This design comes from an exercise in tuning for small area on the open sky130 flow, not from production work. In this exercise RTL edits were held to simulation tests only and were not proved equivalent to the original. Power figures rest on the tool's default switching activity, not on a simulated workload. The clock port is modelled as an ideal driver; clocking choices that lean on that would not hold on a real chip.

### design/flow/flow/run.sh
#!/bin/bash
# The standard ORFS layout, except that clock tree synthesis adds no dummy
# loads and uses clkbuf_16 leaves with the sink clusters set here, and the
# port buffers are the smallest buffer cell.
set -euo pipefail
CTS="-sink_clustering_enable -repair_clock_nets -dont_use_dummy_load"
CTS="$CTS -buf_list sky130_fd_sc_hd__clkbuf_16"
CTS="$CTS -sink_clustering_size 36 -sink_clustering_max_diameter 70 -root_buf sky130_fd_sc_hd__clkbuf_4"
bash standard.sh "CTS_ARGS=$CTS" "BUFFER_PORTS_ARGS=-buffer_cell sky130_fd_sc_hd__buf_1"  finish > standard_flow.log 2>&1
### design/flow/standard.sh
#!/bin/bash
# synth_recipe.tcl (not shown) runs the flow's synth.tcl, then flattens the netlist and writes it again
# the make line also repeats each setting of config.mk as NAME=value (left out here)
make -C /OpenROAD-flow-scripts/flow DESIGN_CONFIG=/design/flow/config.mk WORK_HOME=/design/flow/orfs CLKGATE_MAP_FILE= SYNTH_SCRIPT=/design/flow/synth_recipe.tcl "${@:-finish}"
### design/flow/config.mk
export PLATFORM = sky130hd
export DESIGN_NAME = i2c_eeprom_target
export DESIGN_NICKNAME = i2c_eeprom_target
export VERILOG_FILES = /design/flow/design.v
export SDC_FILE = /design/flow/constraint.sdc
export NUM_CORES = 4
export LEC_CHECK = 0
export CAP_MARGIN = 20
export CORE_MARGIN = 2
export CORE_UTILIZATION = 40
export SLEW_MARGIN = 20
### design/flow/constraint.sdc
create_clock -name core_clock -period 10.0 [get_ports {clk1}]
set_input_delay 2.0000 -clock core_clock [delete_from_list [all_inputs] [get_ports {clk1}]]
set_output_delay 2.0000 -clock core_clock [all_outputs]
set_load 0.01 [all_outputs]
### design/flow/design.v
`timescale 1ns/1ps
module i2c_eeprom_target #(
    parameter logic [6:0] DEV_ADDR    = 7'b1010001,
    parameter int         MEM_DEPTH   = 256
) (
    input  logic       clk1,
    input  logic       reset,
    input  logic       scl_in,
    input  logic       sda_in,
    output logic       sda_oe,
    output logic       busy,
    output logic       wr_strobe,
    output logic [7:0] wr_addr,
    output logic [7:0] wr_data
);
    typedef enum logic [3:0] {
        S_IDLE      = 4'd0,
        S_DEV_ADDR  = 4'd1,
        S_WORD_ADDR = 4'd2,
        S_WR_DATA   = 4'd3,
        S_DEV_ACK_W = 4'd4,
        S_DEV_ACK_R = 4'd5,
        S_WORD_ACK  = 4'd6,
        S_WR_ACK    = 4'd7,
        S_RD_DATA   = 4'd8,
        S_RD_ACK    = 4'd9,
        S_IGNORE    = 4'd10
    } state_t;
    logic [1:0]  scl_sync_q, sda_sync_q;
    logic        scl_hist_q, sda_hist_q;
    logic        scl_s, sda_s;
    logic        scl_rise, scl_fall, start_det, stop_det;
    state_t      state_q, state_d;
    logic [2:0]  bit_cnt_q, bit_cnt_d;    
    logic [7:0]  shift_q;
    logic [7:0]  ptr_q, ptr_d;
    logic        wr_strobe_q;
    logic        wr_valid_q;
    logic        mem_we, load_tx, shift_en, ack_phase;
    logic [7:0]  rx_byte;
    logic [8*MEM_DEPTH-1:0] ring_q;
    logic [7:0]  head_idx_q;
    logic [7:0]  last_addr_q, last_data_q;
    logic [7:0]  head_byte;
    logic [7:0]  mem_rdata_q;
    logic        prefetch, hit_prev_q;
    always_ff @(posedge clk1) begin
        if (reset) begin
            scl_sync_q <= '1;
            sda_sync_q <= '1;
            scl_hist_q <= 1'b1;
            sda_hist_q <= 1'b1;
        end else begin
            scl_sync_q <= {scl_sync_q[0], scl_in};
            sda_sync_q <= {sda_sync_q[0], sda_in};
            scl_hist_q <= scl_sync_q[1];
            sda_hist_q <= sda_sync_q[1];
        end
    end
    assign scl_s     = scl_sync_q[1];
    assign sda_s     = sda_sync_q[1];
    assign scl_rise  = ~scl_hist_q & scl_s;
    assign scl_fall  = scl_hist_q & ~scl_s;
    assign start_det = scl_hist_q & scl_s & sda_hist_q & ~sda_s;
    assign stop_det  = scl_hist_q & scl_s & ~sda_hist_q & sda_s;
    assign rx_byte   = {shift_q[6:0], sda_s};
    assign ack_phase = (state_q == S_DEV_ACK_W) || (state_q == S_DEV_ACK_R) ||
                       (state_q == S_WORD_ACK)  || (state_q == S_WR_ACK);
    always_ff @(posedge clk1) begin
        if (reset) begin
            state_q     <= S_IDLE;
            bit_cnt_q   <= 3'd0;
            ptr_q       <= 8'd0;
            wr_strobe_q <= 1'b0;
            wr_valid_q  <= 1'b0;
        end else begin
            state_q     <= state_d;
            bit_cnt_q   <= bit_cnt_d;
            ptr_q       <= ptr_d;
            wr_strobe_q <= mem_we;
            wr_valid_q  <= wr_valid_q | mem_we;
        end
    end
    assign shift_en = (state_q == S_RD_DATA) ? scl_fall : scl_rise;
    always_ff @(posedge clk1) begin
        if (load_tx)       shift_q <= mem_rdata_q;
        else if (shift_en) shift_q <= rx_byte;
    end
    always_ff @(posedge clk1) begin
        if (mem_we && !reset) begin
            last_addr_q <= ptr_q;
            last_data_q <= rx_byte;
        end
    end
    assign head_byte = (head_idx_q == last_addr_q) ? last_data_q : ring_q[7:0];
    always_ff @(posedge clk1) begin
        ring_q     <= {head_byte, ring_q[8*MEM_DEPTH-1:8]};
        head_idx_q <= head_idx_q + 8'd1;
    end
    assign prefetch = (state_q == S_RD_DATA) || (state_q == S_RD_ACK && bit_cnt_q == 3'd0);
    always_ff @(posedge clk1) begin
        hit_prev_q <= (head_idx_q == ptr_q);
        if (prefetch ? hit_prev_q : (head_idx_q == ptr_q))
            mem_rdata_q <= head_byte;
    end
    always_comb begin
        state_d   = state_q;
        bit_cnt_d = bit_cnt_q;
        ptr_d     = ptr_q;
        mem_we    = 1'b0;
        load_tx   = 1'b0;
        if (start_det) begin
            state_d   = S_DEV_ADDR;
            bit_cnt_d = 3'd0;
        end else if (stop_det) begin
            state_d  = S_IDLE;
        end else begin
            case (state_q)
                S_DEV_ADDR, S_WORD_ADDR, S_WR_DATA: begin
                    if (scl_rise) begin
                        bit_cnt_d = bit_cnt_q + 3'd1;
                        if (bit_cnt_q == 3'd7) begin
                            if (state_q == S_DEV_ADDR) begin
                                if (rx_byte[7:1] != DEV_ADDR) state_d = S_IGNORE;
                                else if (rx_byte[0])          state_d = S_DEV_ACK_R;
                                else                          state_d = S_DEV_ACK_W;
                            end else if (state_q == S_WORD_ADDR) begin
                                ptr_d   = rx_byte;
                                state_d = S_WORD_ACK;
                            end else begin
                                mem_we      = 1'b1;
                                ptr_d[3:0]  = ptr_q[3:0] + 4'd1;
                                state_d     = S_WR_ACK;
                            end
                        end
                    end
                end
                S_DEV_ACK_W, S_DEV_ACK_R, S_WORD_ACK, S_WR_ACK: begin
                    if (scl_fall) begin
                        bit_cnt_d = {2'b00, ~bit_cnt_q[0]};
                        if (bit_cnt_q[0]) begin
                            case (state_q)
                                S_DEV_ACK_R: begin
                                    state_d   = S_RD_DATA;
                                    load_tx   = 1'b1;
                                    bit_cnt_d = 3'd1;
                                end
                                S_DEV_ACK_W: state_d = S_WORD_ADDR;
                                default:     state_d = S_WR_DATA;
                            endcase
                        end
                    end
                end
                S_RD_DATA: begin
                    if (scl_fall) begin
                        bit_cnt_d = bit_cnt_q + 3'd1;
                        if (bit_cnt_q == 3'd0) begin
                            bit_cnt_d = 3'd0;
                            state_d   = S_RD_ACK;
                        end
                    end
                end
                S_RD_ACK: begin
                    if (scl_rise && bit_cnt_q == 3'd0) begin
                        if (!sda_s) begin
                            ptr_d     = ptr_q + 8'd1;
                            bit_cnt_d = 3'd1;
                        end else begin
                            state_d = S_IGNORE;
                        end
                    end else if (scl_fall && bit_cnt_q == 3'd1) begin
                        state_d = S_RD_DATA;
                        load_tx = 1'b1;
                    end
                end
                default: ;
            endcase
        end
    end
    always_comb begin
        sda_oe    = ((state_q == S_RD_DATA) & ~shift_q[7]) | (ack_phase & bit_cnt_q[0]);
        busy      = (state_q != S_IDLE);
        wr_strobe = wr_strobe_q;
        wr_addr   = last_addr_q & {8{wr_valid_q}};
        wr_data   = last_data_q & {8{wr_valid_q}};
    end
endmodule
==> results.txt, run 1 <==
Logic synthesis
In this run, distinct cell masters in the synthesized netlist total 54. Dividing the synthesized area by the synthesized cell count gives 18.7 um2. The top flip-flop cell by instance count after synthesis is sky130_fd_sc_hd__dfxtp_1.

The portion of the post-synthesis area used by sequential elements is 0.963. The yosys synthesis warning count is 1. The synthesis-stage register bit count is 2112. The share of async-settable or async-resettable flops after synthesis is 0. The count of flip-flops with a built-in enable after synthesis is 32. The net count after synthesis is 2370. The post-synthesis instance total is 2360. The synthesized netlist occupies a cell area of 44200 um2.

Clocking
The clock tree buffer depth is 3. After clock tree synthesis, the clock-pin slew on the worst setup and hold paths is 0.12 ns. In this run the clock root is driven by a sky130_fd_sc_hd__clkbuf_4. The setup fix buffers added after clock tree synthesis is 0. The post-cts repair resize count is 0. The later pin in the worst-skew pair is clocked with a latency of 0.97 ns. For this design, the CTS-stage hold fixing added 0 buffers.

The H-tree was split into 3 levels. The clock net sink count is 2112. The TritonCTS clock tree is yes. The total clock buffers created by CTS is 70.

Die
For this configuration, the core starts out at a cell density of 0.401. Measured along the x axis, the die boundary spans 337 um. The floorplan step set the die height to 337 um.

The number of top-level pins is 23. The die covers 113000 um2. In this run the core area contains 122 standard-cell rows. The area of the core region is 110000 um2.

STA
At the pin with the least slew margin, the transition time is 0.908 ns. In the finished design, the share of the clock period the worst path needs comes to 0.473. The clock period minus worst slack is 4.73 ns. The worst max-slew margin expressed relative to the limit is 0.393. For this run, the top clock speed supported by timing is 0.211 GHz. After layout, the worst setup slack is 5.27 ns.

The max-slew violation total from the final report is 0. The total negative setup slack is 0 ns. Setup repair after global routing left no endpoint under its margin. The maximum clock skew at final layout is 0.0833 ns.

Setup violations remaining at the end of the flow were counted as 0. The count of endpoints failing hold in the final timing report is 0.

Final layout
The filler-free cell count of the finished design is 3926. The total of fill cells in the finished design is 9443. The layout net count is 2449. Of the cells placed in the final design, the portion with a size suffix greater than 1 is 0.0353. The post-synthesis to final-layout area growth is 7.84%.

Worst setup path
For this run, the slowest stage of the critical path takes 0.78 ns. The startpoint class of the critical path is a flop. The critical path goes through and2b_1 -> nand2b_1 -> o32ai_1 -> buf_1. The cell at the slowest stage of the critical path is sky130_fd_sc_hd__dfxtp_1. The critical path data required time is 8.00 ns. For the worst setup path, the data arrival time is 2.73 ns.

The category of the most critical setup path is flop to primary output. The kind of capture point of the worst setup path is a primary output. In this run the worst path has a maximum fanout of 21.

Power
The leakage power figure is 18.5 nW. Across the VDD grid, the largest voltage drop is 0.000106 V. The total power per unit cell area is 246 nW/um2.

Global route
The number of antenna violations at the first check in global routing is 1. The pin count of the biggest net entering global routing is 37. Summed over all layers, the global routing overflow is 0.

The first global-routing pass estimated 76400 um of wire. The number of global-route vias before repair is 15.2k. In the global route stage, overall resource usage came out at 0.0804.

Outcome
The run finished with no timing, DRC or antenna violations.

Route
The number of search-and-repair iterations in the first detailed-routing pass is 7. The routed length per instance is 11.4 um. For this block, the routed nets add up to 44800 um of wire. The total via count in the routed design is 14.8k. The detailed router finished its first iteration with 1213 violations. Once detail routing completed, the nets flagged for antenna violations numbered 0. After detailed routing, the number of remaining DRC violations is 0.

The number of vias per cell is 3.77.

Job
The number of max-cap violations is 0.

Place
Counting tap cells, the placed design contains a total of 3855 instances. OpenSTA, run right after detailed placement, puts the worst setup slack at 6.28 ns. At the end of routability-driven placement, the weighted congestion stood at 0.759. During placement, the flow inserted port buffers numbering 22. The half-perimeter wire length after detailed placement is 22500 um.

Worst hold path
The class of the most critical hold timing path is flop to flop.
per-stage QoR:
stage / hold slack [ns] / area [um2] / total power, W / util
5_1_grt: 0.256 / 47700 / 0.0122 / 0.433
4_1_cts: 0.250 / 47700 / 0.0119 / 0.433
2_1_floorplan: 0.310 / 44200 / 0.00863 / -
6_report: 0.252 / 47700 / 0.0117 / 0.433
3_5_place_dp: 0.312 / 46100 / 0.00864 / 0.418
3_3_place_gp: 0.311 / 46100 / 0.00863 / 0.418
power by group:
| part | internal [W] | leakage, nW | switching, W | total (W) |
|---|---|---|---|---|
| sequential | 0.00843 | 17.1 | 0.00000415 | 0.00843 |
| clock | 0.00113 | 0.793 | 0.00215 | 0.00328 |
| combinational | 0.00000474 | 0.605 | 0.00000936 | 0.0000141 |
path summary, 6_finish.rpt:
check / endpoint / startpoint / slack, ns / cells after the start
worst max-delay path: sda_oe / state_q[3] / 5.27 / 4
worst min-delay path: ring_q[294] / ring_q[302] / 0.25 / 0
worst max register to register: shift_q[2] / state_q[0] / 6.98 / 4
worst min register to register: ring_q[294] / ring_q[302] / 0.25 / 0
sequential cells by signal (all words and copies together), names as in the netlist:
register / count
scl_hist_q: 1
hit_prev_q: 1
scl_sync_q: 2
ring_q: 2048
sda_hist_q: 1
last_addr_q: 8
wr_valid_q: 1
mem_rdata_q: 8
shift_q: 8
bit_cnt_q: 3
wr_strobe_q: 1
last_data_q: 8
ptr_q: 8
sda_sync_q: 2
state_q: 4
head_idx_q: 8
area by class of cell:
cell class / count / area, um2 / area share
diodes: 1 / 2.50 / 0.0000524
clock buffers: 70 / 1590 / 0.0334
inverters: 7 / 26.3 / 0.000551
multi-input cells: 226 / 1550 / 0.0325
flip-flops and latches: 2112 / 42600 / 0.893
well taps: 1488 / 1860 / 0.0390
repair buffers: 22 / 82.6 / 0.00173
cell families (layout without fill, tap and decap cells):
logic type | after synthesis | in the layout | share of synthesized area
flip-flops | 2112 | 2112 | 0.963
AND/OR/NAND/NOR | 112 | 112 | 0.0141
AO/OA/AOI/OAI | 66 | 66 | 0.00984
XOR/XNOR | 23 | 23 | 0.00455
buffers and inverters | 22 | 99 | 0.00223
multiplexers | 19 | 19 | 0.00478
adder cells (fa/ha/maj) | 6 | 6 | 0.00170
other | 0 | 1 | 0
cell usage in the layout, fill, tap and decap left out, types with 2 or more instances in the layout:
master | synthesis | final
sky130_fd_sc_hd__a21oi_1 | 21 | 21
sky130_fd_sc_hd__o21ai_0 | 11 | 11
sky130_fd_sc_hd__or3_1 | 2 | 2
sky130_fd_sc_hd__o2111ai_1 | 2 | 2
sky130_fd_sc_hd__mux2i_1 | 2 | 2
sky130_fd_sc_hd__nand4_1 | 3 | 3
sky130_fd_sc_hd__dfxtp_1 | 2080 | 2080
sky130_fd_sc_hd__nand2b_1 | 6 | 6
sky130_fd_sc_hd__nor4_1 | 3 | 3
sky130_fd_sc_hd__o211ai_1 | 3 | 3
sky130_fd_sc_hd__nor3b_1 | 6 | 6
sky130_fd_sc_hd__o21ai_1 | 5 | 5
sky130_fd_sc_hd__a21o_1 | 2 | 2
sky130_fd_sc_hd__or2_2 | 5 | 5
sky130_fd_sc_hd__clkbuf_16 | 0 | 61
sky130_fd_sc_hd__a31oi_1 | 3 | 3
sky130_fd_sc_hd__edfxtp_1 | 32 | 32
sky130_fd_sc_hd__a32oi_1 | 2 | 2
sky130_fd_sc_hd__nor2b_1 | 4 | 4
sky130_fd_sc_hd__mux2_2 | 4 | 4
sky130_fd_sc_hd__a211oi_1 | 2 | 2
sky130_fd_sc_hd__a32o_1 | 2 | 2
sky130_fd_sc_hd__mux2_1 | 13 | 13
sky130_fd_sc_hd__nand2_1 | 22 | 22
sky130_fd_sc_hd__nor3_1 | 3 | 3
sky130_fd_sc_hd__nand3_1 | 9 | 9
sky130_fd_sc_hd__and2b_1 | 3 | 3
sky130_fd_sc_hd__inv_1 | 7 | 7
sky130_fd_sc_hd__a211oi_2 | 2 | 2
sky130_fd_sc_hd__xor2_1 | 10 | 10
sky130_fd_sc_hd__buf_1 | 0 | 22
sky130_fd_sc_hd__ha_1 | 6 | 6
sky130_fd_sc_hd__nor2_1 | 20 | 19
sky130_fd_sc_hd__and3_1 | 3 | 3
sky130_fd_sc_hd__clkbuf_4 | 0 | 9
sky130_fd_sc_hd__and2_1 | 17 | 17
sky130_fd_sc_hd__xnor2_1 | 13 | 13
critical path: cells and delay by family, from the launching register on:
kind / cells / cell delay, ns
AO/OA/AOI/OAI: 1 / 0.37
flip-flops: 1 / 0.78
AND/OR/NAND/NOR: 2 / 0.46
buffers and inverters: 1 / 0.20
layer usage:
metal / routed length [um] / GRT usage / vias up
met1: 24100 / 0.120 / 6927
met5: 0 / 0 / -
met2: 17200 / 0.110 / 296
li1: - / - / 7460
met4: 1530 / 0.0380 / 0
met3: 2030 / 0.0167 / 120
Yosys cell counts (3+ instances only):
| master | n | share of area |
|---|---|---|
| sky130_fd_sc_hd__mux2_2 | 4 | 0.0010 |
| sky130_fd_sc_hd__ha_1 | 6 | 0.0017 |
| sky130_fd_sc_hd__nor2_1 | 20 | 0.0017 |
| sky130_fd_sc_hd__nor3b_1 | 6 | 0.0010 |
| sky130_fd_sc_hd__nand4_1 | 3 | 0.00042 |
| sky130_fd_sc_hd__nand2_1 | 22 | 0.0019 |
| sky130_fd_sc_hd__nor4_1 | 3 | 0.00042 |
| sky130_fd_sc_hd__or2_2 | 5 | 0.00071 |
| sky130_fd_sc_hd__inv_1 | 7 | 0.00059 |
| sky130_fd_sc_hd__and3_1 | 3 | 0.00042 |
| sky130_fd_sc_hd__buf_2 | 4 | 0.00045 |
| sky130_fd_sc_hd__mux2_1 | 13 | 0.0033 |
| sky130_fd_sc_hd__o21ai_0 | 11 | 0.0012 |
| sky130_fd_sc_hd__nand3_1 | 9 | 0.0010 |
| sky130_fd_sc_hd__xnor2_1 | 13 | 0.0026 |
| sky130_fd_sc_hd__and2b_1 | 3 | 0.00051 |
| sky130_fd_sc_hd__o21ai_1 | 5 | 0.00057 |
| sky130_fd_sc_hd__a31oi_1 | 3 | 0.00042 |
| sky130_fd_sc_hd__a21oi_1 | 21 | 0.0024 |
| sky130_fd_sc_hd__buf_4 | 3 | 0.00051 |
| sky130_fd_sc_hd__dfxtp_1 | 2080 | 0.94 |
| sky130_fd_sc_hd__edfxtp_1 | 32 | 0.022 |
| sky130_fd_sc_hd__clkbuf_1 | 8 | 0.00068 |
| sky130_fd_sc_hd__nand2b_1 | 6 | 0.00085 |
| sky130_fd_sc_hd__xor2_1 | 10 | 0.0020 |
| sky130_fd_sc_hd__o211ai_1 | 3 | 0.00051 |
| sky130_fd_sc_hd__nor2b_1 | 4 | 0.00057 |
| sky130_fd_sc_hd__nor3_1 | 3 | 0.00034 |
| sky130_fd_sc_hd__and2_1 | 17 | 0.0024 |
==> run 2: changes to the inputs <==
==> design/flow/flow/run.sh (replaced) <==
#!/bin/bash
# The standard ORFS layout (standard.sh) with three changes:
#  - synthesis maps the logic with an area-oriented ABC script
#    (flow/abc_area_map.script, used in place of ORFS's abc_speed.script
#    in a copy of ORFS's scripts folder; every other script is unchanged);
#  - clock tree synthesis adds no dummy loads, uses clkbuf_16 leaves with
#    up to 36 sinks and clkbuf_4 for the tree above them;
#  - the port buffers are the smallest buffer cell.
set -euo pipefail
rm -rf scripts_copy
cp -r "$FLOW_HOME/scripts" scripts_copy
cp flow/abc_area_map.script scripts_copy/abc_speed.script
CTS="-sink_clustering_enable -repair_clock_nets -dont_use_dummy_load"
CTS="$CTS -buf_list sky130_fd_sc_hd__clkbuf_16 -root_buf sky130_fd_sc_hd__clkbuf_4"
CTS="$CTS -sink_clustering_size 36 -sink_clustering_max_diameter 70"
bash standard.sh "SCRIPTS_DIR=$PWD/scripts_copy" "CTS_ARGS=$CTS" \
    "BUFFER_PORTS_ARGS=-buffer_cell sky130_fd_sc_hd__buf_1" finish > standard_flow.log 2>&1
==> design/flow/flow/abc_area_map.script (new file) <==
strash
ifraig
dc2
strash
dch -f
amap
==> run 2 against run 1 <==
Non-clock buffer count up 1. Clock power about the same. Register-to-register slack worse by 0.90 ns. First-iteration DRC count increased by 0.99%. Setup slack better by 0.25 ns. Final cell count down 0.71%. Via count up 2.5%. Synthesized area shrank 0.64%. Clock skew increased by 0.024 ns.
==> results.txt, run 2 <==
Job
The tool flagged a number of max-cap violations equal to 0.

Logic synthesis
The area share of the largest cell type after synthesis is 0.947. The top flip-flop cell by instance count after synthesis is sky130_fd_sc_hd__dfxtp_1. The number of nets handed over by synthesis was 2394. By instance count, the leading cell after synthesis is sky130_fd_sc_hd__dfxtp_1. The cell area that synthesis handed to floorplanning was 44000 um2. After synthesis, the most frequently instantiated cells are sky130_fd_sc_hd__dfxtp_1 (2080), sky130_fd_sc_hd__nor2_1 (62), sky130_fd_sc_hd__clkinv_1 (56). The synthesis-stage register bit count is 2112. The yosys synthesis warning count is 1. The mean instance size in the synthesized netlist is 18.4 um2.

Ranked by total cell area, the synthesized netlist is headed by sky130_fd_sc_hd__dfxtp_1 (95%), sky130_fd_sc_hd__edfxtp_1 (2.2%), sky130_fd_sc_hd__nor2_1 (0.53%), sky130_fd_sc_hd__clkinv_1 (0.48%), sky130_fd_sc_hd__o22ai_1 (0.31%). Counting distinct cell types in the post-synthesis netlist gives 30. In the synthesized netlist the async set-or-reset flop fraction comes to 0. The portion of the post-synthesis area used by sequential elements is 0.969. The post-synthesis instance total is 2384.

sky130_fd_sc_hd__dfxtp_1 takes more of the synthesized area than any other cell. Counting flops with a built-in enable in the synthesized netlist gives 32.

Worst hold path
The worst hold path passes through 0 cells. The end point of the worst hold path is ring_q[353]. In this run the most critical hold path is launched from ring_q[361]. The tightest min-delay check is of the flop to flop type.

Place
The placer's final routability congestion estimate is 0.897. The half-perimeter wire length after detailed placement is 22900 um. The setup slack after placement is 6.17 ns. The count of port buffers added during placement is 22.

Worst setup path
The worst reg2reg path depth is 10. The highest fanout seen on the critical path is 5. The setup slack on the worst flop-to-flop path is 6.08 ns. The category of the most critical setup path is flop to primary output. The endpoint identified for the worst register-to-register timing path is ptr_q[6]. For the worst setup path, the data arrival time is 2.49 ns.

STA classifies the critical path endpoint as a primary output. The worst flop-to-flop path startpoint is state_q[1]. At the worst endpoint, the required time is 8.00 ns. The startpoint class of the critical path is a flop.

STA
The count of endpoints failing setup in the final report is 0. Clock skew on the completed layout was measured at 0.108 ns. Setup slack on the critical path of the routed design comes to 5.51 ns. Hold timing on the final database bottoms out at a slack of 0.241 ns. The worst path needs 4.49 ns of the cycle, external delays included.

The count of endpoints failing hold in the final timing report is 0. The share of the clock period used by the worst path is 0.449. The worst max-slew margin expressed relative to the limit is 0.365.

Summed over all failing endpoints, the final setup total negative slack is 0 ns. Static timing analysis puts the maximum clock frequency at 0.223 GHz. For the pin with the worst max-slew slack, the measured transition is 0.944 ns. The max-slew violation total from the final report is 0. Setup repair after global routing left no endpoint under its margin.

Power
Of the total power, the clock network draws 0.275. The combinational fraction of design power is 0.019. The share of total power consumed by net switching is 0.195. The internal portion of the total power is 0.00967 W. The total power per unit cell area is 253 nW/um2.

The total power consumption of the routed design is 0.0120 W. VDD sags by at most 0.000138 V. The leakage power figure is 18.3 nW.

The net load switching power is 0.00235 W. The relative contribution of sequential cells to total power is 0.706.

Clocking
Post-CTS repair changed the size of 0 cells. The H-tree generated during clock tree synthesis spans 3 levels. The clock tree buffer depth is 3.

The setup fix buffers added after clock tree synthesis is 0. The number of hold-repair buffers added at the cts stage is 0. Clock tree synthesis inserted a total of 71 buffers. The later pin in the worst-skew pair is clocked with a latency of 1.03 ns. The root cell of the clock tree is sky130_fd_sc_hd__clkbuf_4. After clock tree synthesis, the clock-pin slew on the worst setup and hold paths is 0.12 ns. The clock drives 2112 sinks.

The TritonCTS clock tree is yes.

Route
Summed over all layers, the routed wires come to 45400 um. The detailed router finished its first iteration with 1225 violations. The number of vias per cell is 3.89. The first TritonRoute pass finished after 22 iterations. Dividing the detail-routed wire length by the instance count gives 11.7 um. After detailed routing, the number of remaining DRC violations is 0.

The remaining antenna violation count after routing is 0. The total via count in the routed design is 15.2k.

Die
The floorplan step defined a die boundary enclosing 113000 um2. In this run the core area contains 121 standard-cell rows. The area of the core region is 109000 um2. The width of the die is 336 um. The height of the die is 336 um.

The number of top-level pins is 23. For this configuration, the core starts out at a cell density of 0.403.

Global route
Entering global routing, the biggest net connects 37 pins. Across every metal layer, demand over resource in global routing totals 0.0828. The number of antenna violations at the first check in global routing was 2. The number of global-route vias before repair is 15.1k. The first-pass GRT wire length is 77300 um. Summed over all layers, the global routing overflow is 0.

Final layout
The final core area utilization is 0.435. The register with the most flip-flops in the layout has 2048 of them. After the last flow step, the layout net total stands at 2489. The largest register by flop count is ring_q.

The layout cell share with drive strength beyond 1 is 0.0295. Relative to the synthesized area, the layout overhead comes to 7.97%. The library cells used most frequently in the layout, excluding fill and tap cells, are sky130_fd_sc_hd__dfxtp_1 (2080), sky130_fd_sc_hd__nor2_1 (62), sky130_fd_sc_hd__clkbuf_16 (62), sky130_fd_sc_hd__clkinv_1 (56), sky130_fd_sc_hd__edfxtp_1 (32). Counting the fill cells in the layout gives 9267.

The most common cell after layout, fill and taps aside is sky130_fd_sc_hd__dfxtp_1.

Outcome
The flow ran to the end and the layout has no timing, DRC or antenna violations.
-- run 2: changes by cell type after synthesis, sizes merged, moves of 7 or more --
cell / delta
inv: -7
mux2: -17
xnor2: -13
nand3: -7
nor2: +41
clkinv: +56
nor4: +7
nor3: +8
and2: -17
xor2: -10
o22ai: +22
clkbuf: -8
-- run 2: worst max path at each step --
stage	from	to	slack (ns)	cells after the start
global placement	reset	last_addr_q[4]	6.35	2
finish	state_q[2]	sda_oe	5.51	5
floorplan	reset	last_addr_q[0]	6.34	1
detailed placement	reset	last_addr_q[7]	6.17	2
global route	state_q[2]	sda_oe	5.15	5
CTS	state_q[2]	sda_oe	5.58	5
-- run 2: layer usage --
metal | GRT usage | routed length, um | up-vias
met2 | 0.106 | 16500 | 403
li1 | - | - | 7549
met3 | 0.0277 | 2830 | 204
met4 | 0.0372 | 2060 | 0
met5 | 0 | 0 | -
met1 | 0.124 | 24000 | 7019
-- run 2: final cells by class --
| type | count | area (um2) | area share |
|---|---|---|---|
| sequential | 2112 | 42600 | 0.897 |
| tap | 1414 | 1770 | 0.0373 |
| clock buffer | 71 | 1620 | 0.0341 |
| multi-input combinational | 215 | 1160 | 0.0245 |
| inverter | 56 | 210 | 0.00443 |
| timing repair buffer | 23 | 90.1 | 0.00190 |
| antenna | 7 | 17.5 | 0.000369 |
-- run 2: critical path, stage by stage (launching register included) --
cell,delay [ns]
sky130_fd_sc_hd__dfxtp_1,0.41
sky130_fd_sc_hd__clkinv_1,0.16
sky130_fd_sc_hd__nor2_1,0.30
sky130_fd_sc_hd__clkinv_1,0.26
sky130_fd_sc_hd__o22ai_1,0.23
sky130_fd_sc_hd__buf_1,0.17
-- run 2: power groups by stage --
stage / logic, W / registers, W / clock network [W]
2_1_floorplan: 0.000145 / 0.00866 / 0
3_3_place_gp: 0.000168 / 0.00867 / 0
3_5_place_dp: 0.000204 / 0.00868 / 0
4_1_cts: 0.000205 / 0.00849 / 0.00344
5_1_grt: 0.000241 / 0.00849 / 0.00373
6_report: 0.000229 / 0.00849 / 0.00330
-- run 2: stage by stage --
stage / instances / cell area (um2)
after floorplan: 2384 / 44000
after global placement: 3820 / 45800
after detailed placement: 3820 / 45800
after CTS: 3891 / 47400
after global routing: 3894 / 47500
final: 3898 / 47500
-- run 2: logic make-up after synthesis --
family	share of synthesized area
AND/OR/NAND/NOR	0.0125
adder cells (fa/ha/maj)	0.00171
AO/OA/AOI/OAI	0.0120
buffers and inverters	0.00487
flip-flops	0.969
==> run 3: changes to the inputs <==
==> design/flow/flow/run.sh (replaced) <==
#!/bin/bash
# The standard ORFS layout (standard.sh) with three changes:
#  - synthesis maps the logic with an area-oriented ABC script
#    (flow/abc_area_map.script, used in place of ORFS's abc_speed.script
#    in a copy of ORFS's scripts folder; every other script is unchanged);
#  - clock tree synthesis adds no dummy loads, uses clkbuf_16 leaves with
#    up to 38 sinks and clkbuf_4 for the tree above them;
#  - the port buffers are the smallest buffer cell.
set -euo pipefail
rm -rf scripts_copy
cp -r "$FLOW_HOME/scripts" scripts_copy
cp flow/abc_area_map.script scripts_copy/abc_speed.script
CTS="-sink_clustering_enable -repair_clock_nets -dont_use_dummy_load"
CTS="$CTS -buf_list sky130_fd_sc_hd__clkbuf_16 -root_buf sky130_fd_sc_hd__clkbuf_4"
CTS="$CTS -sink_clustering_size 38 -sink_clustering_max_diameter 70"
bash standard.sh "SCRIPTS_DIR=$PWD/scripts_copy" "CTS_ARGS=$CTS" \
    "BUFFER_PORTS_ARGS=-buffer_cell sky130_fd_sc_hd__buf_1" finish > standard_flow.log 2>&1
==> run 3 against run 2 <==
Combinational power hardly changed. Clock-buffer cell count decreased by 2. Sequential share of layout area grew 0.10 points. Core utilization is 0.051 points lower. Critical endpoint unchanged. Largest power group unchanged. Highest routed layer unchanged.
==> results.txt, run 3 <==
Outcome
The flow ran to the end and the layout has no timing, DRC or antenna violations.

Clocking
Buffers inserted to repair hold after CTS numbered 0. The root cell of the clock tree is sky130_fd_sc_hd__clkbuf_4. The TritonCTS clock tree is yes. The post-cts repair resize count is 0. The clock drives 2112 sinks. The setup fix buffers added after clock tree synthesis is 0.

The post-CTS clock slew at the launch and capture registers of the worst setup and hold paths is 0.12 ns. The number of H-tree levels is 3. The clock insertion delay at the later pin of the skew report is 1.00 ns. The clock tree buffer depth is 3. The total clock buffers created by CTS is 69.

Worst setup path
The worst setup path is launched from a flop. The kind of capture point of the worst setup path is a primary output. Data arrives at the worst endpoint at 2.46 ns. The critical path goes through clkinv_1 -> nor2_1 -> clkinv_1 -> o22ai_1 -> buf_1. Of all nets on the critical path, the largest fanout is 5. The worst reg2reg path depth is 10. The category of the most critical setup path is flop to primary output. Among the stages of the critical path, the cell type that occurs most often is sky130_fd_sc_hd__clkinv_1. On the worst path, the slowest cell contributes a delay of 0.39 ns.

The critical path data required time is 8.00 ns. The slowest stage of the critical path belongs to the cell sky130_fd_sc_hd__dfxtp_1. The worst register-to-register path begins at state_q[1]. The setup slack on the worst flop-to-flop path is 6.22 ns. The capture instance of the worst register-to-register path is ptr_q[6].

Final layout
Counting the fill cells in the layout gives 9282. The most common cell after layout, fill and taps aside is sky130_fd_sc_hd__dfxtp_1. The top cell types in the final layout, fill and taps aside, are sky130_fd_sc_hd__dfxtp_1 (2080), sky130_fd_sc_hd__nor2_1 (62), sky130_fd_sc_hd__clkbuf_16 (60), sky130_fd_sc_hd__clkinv_1 (56), sky130_fd_sc_hd__edfxtp_1 (32). The layout cell share with drive strength beyond 1 is 0.0287.

More flip-flops sit in one register than any other, and that register is ring_q. The filler-free cell count of the finished design is 3894. The footprint of the flip-flops and latches is 42600 um2. The area occupied by multi-input gates is 1160 um2. The flip-flop count of the largest register after layout is 2048.

Relative to the synthesized area, the layout overhead comes to 7.84%. The layout net count is 2487.

Power
The leakage power figure is 18.3 nW. Across the VDD grid, the largest voltage drop is 0.000127 V. The total power per unit cell area is 252 nW/um2.

Logic synthesis
Yosys mapped a number of flops with a built-in enable equal to 32. Counting flops with an async set or reset pin after synthesis yields a share of 0. The net count after synthesis is 2394. The share of synthesized area in the top cell type comes to 0.947. The number of different library cells in the post-synthesis netlist is 30.

Sorting the synthesized cells by how often they occur yields sky130_fd_sc_hd__dfxtp_1 (2080), sky130_fd_sc_hd__nor2_1 (62), sky130_fd_sc_hd__clkinv_1 (56). The most area-hungry cell type in the Yosys netlist is sky130_fd_sc_hd__dfxtp_1. The portion of the post-synthesis area used by sequential elements is 0.969. The summed instance area of the synthesized netlist is 44000 um2.

The most frequently used cell type in the post-synthesis netlist is sky130_fd_sc_hd__dfxtp_1. The yosys synthesis warning count is 1. The mean instance size in the synthesized netlist is 18.4 um2. In this run, synthesis produced a sequential element count of 2112. The cell count after synthesis came out at 2384.

Among all flip-flop cells after synthesis, the most frequent one is sky130_fd_sc_hd__dfxtp_1. Sorting the synthesized cells by area gives the leading types as sky130_fd_sc_hd__dfxtp_1 (95%), sky130_fd_sc_hd__edfxtp_1 (2.2%), sky130_fd_sc_hd__nor2_1 (0.53%), sky130_fd_sc_hd__clkinv_1 (0.48%), sky130_fd_sc_hd__o22ai_1 (0.31%).

Place
The placer's final routability congestion estimate is 0.897. The number of placed instances, taps included, is 3820. Buffers placed on the I/O ports in this run total 22. The half-perimeter wire length after detailed placement is 22900 um. The setup slack after placement is 6.17 ns.

Route
For this run, the detailed router's first-pass iteration total came to 17. The post-detailed-routing wire length is 45400 um. The remaining design rule violation count is 0. After detailed routing, the average wire length per cell comes to 11.6 um. The count of nets left with antenna violations once routing finished came out at 0. Routed signal wires occupy layers up through met4. The met3 wire length is 2850 um. In the routed layout, each cell is associated on average with a via count of 3.91.

The total via count in the routed design is 15.2k. The number of design-rule violations left by the first detailed-router iteration is 1149. For this block, wires on met1 add up to 23800 um. After detailed routing, the met2 layer carries 16600 um of wire.

Worst hold path
The class of the most critical hold timing path is flop to flop. The worst hold path begins at ring_q[1458]. The worst hold path terminates at ring_q[1450]. Along the worst hold path, the cell count comes to 0.

Global route
The pin count of the biggest net entering global routing is 39. For this run the aggregate overflow at the end of global routing stands at 0. The first global-routing pass estimated 77000 um of wire. In the global route stage, overall resource usage came out at 0.0825. The number of global-route vias before repair came to 15.1k. The number of antenna violations at the first check in global routing is 2.

STA
Summed over all failing endpoints, the final setup total negative slack is 0 ns. The max-slew violation total from the final report is 0. The upper clock frequency limit is 0.224 GHz. The transition time of the tightest slew-check pin is 0.929 ns. The count of endpoints failing hold in the final timing report is 0.

The share of the clock period used by the worst path is 0.446. The count of endpoints failing setup in the final report is 0. The worst pin sits at a relative slew slack of 0.375.

The worst setup margin is 5.54 ns. The worst path needs 4.46 ns of the cycle, external delays included. Setup repair after global routing left no endpoint under its margin. The maximum clock skew at final layout is 0.109 ns.

Job
Across the run, the number of max-cap violations was 0.

Die
The width of the die is 336 um. The number of top-level pins is 23. The initialized floorplan defines 121 standard-cell rows. The area of the core region is 109000 um2. Measured along the y axis, the die boundary spans 336 um. The initial core utilization is 0.403. The die covers 113000 um2.
## run 3: cell count changes in the layout (fill, tap and decap cells not counted), sizes merged
cell	change
diode	-2
clkbuf	-2
## run 3: routing by layer
| metal | GRT usage | vias to the layer above |
|---|---|---|
| met1 | 0.123 | 7063 |
| met3 | 0.0284 | 203 |
| met4 | 0.0380 | 0 |
| met2 | 0.106 | 401 |
| met5 | 0 | - |
| li1 | - | 7542 |
## run 3: worst max path at each step
| stage | cells past startpoint | slack [ns] | endpoint | startpoint |
|---|---|---|---|---|
| floorplan | 1 | 6.34 | last_addr_q[0] | reset |
| global placement | 2 | 6.35 | last_addr_q[4] | reset |
| detailed placement | 2 | 6.17 | last_addr_q[7] | reset |
| CTS | 5 | 5.61 | sda_oe | state_q[2] |
| global route | 5 | 5.14 | sda_oe | state_q[2] |
| finish | 5 | 5.54 | sda_oe | state_q[2] |
## run 3: cell families after synthesis
| logic type | count (synthesis) | synth area share |
|---|---|---|
| DFF | 2112 | 0.969 |
| buffers and inverters | 57 | 0.00487 |
| adders and majority gates | 6 | 0.00171 |
| AOI/OAI and AO/OA | 83 | 0.0120 |
| and+or+nand+nor | 126 | 0.0125 |
## run 3: area by class of cell
cell class,instances,area share
Timing Repair Buffer,23,0.00190
Multi-Input combinational cell,215,0.0245
Tap cell,1414,0.0373
Antenna cell,5,0.000264
Clock buffer,69,0.0331
Inverter,56,0.00443
Sequential cell,2112,0.899
## run 3: stage by stage
step	cell area (um2)	hold slack, ns	util	power (W)
3_5_place_dp	45800	0.312	0.420	0.00888
5_1_grt	47400	0.235	0.435	0.0124
4_1_cts	47400	0.233	0.435	0.0121
2_1_floorplan	44000	0.310	-	0.00881
6_report	47400	0.243	0.435	0.0120
3_3_place_gp	45800	0.311	0.420	0.00884
## run 3: power by group
part	leakage, nW	internal (W)	switching [W]
Sequential	17.0	0.00846	0.0000290
Clock	0.781	0.00111	0.00214
Combinational	0.449	0.0000644	0.000164
Total	18.3	0.00964	0.00233
## run 3: critical path: cells and delay by family, from the launching register on
family,cells,cell delay [ns]
compound gates,1,0.22
buf+inv,3,0.59
flops,1,0.39
simple gates,1,0.33

separate check: timing with driven ports:
The flow's constraints put no driver on any port. The routed layouts listed below were extracted and timed again, unchanged, in two steps. Step 1 sets driving cells, clkbuf_16 on the clock port and buf_2 on the other inputs (assumed; they add their load-dependent delay and slew). Step 2 times the ports against the registers' clock, not the clock port: input delays grow and output delays shrink by t, the midpoint of the rising clock arrivals with the driver on. a / b / c = ideal / step 1 / step 2; a / b = the first two.
run | shift t [ns] | setup slack, ns | cell pins on the clock port's net
run 1 | 0.979 | 5.268 / 5.208 / 6.187 | 1
run 2 | 1.006 | 5.513 / 5.455 / 6.075 | 1
run 3 | 0.989 | 5.536 / 5.479 / 6.224 | 1
After both steps every run listed still meets setup and hold.
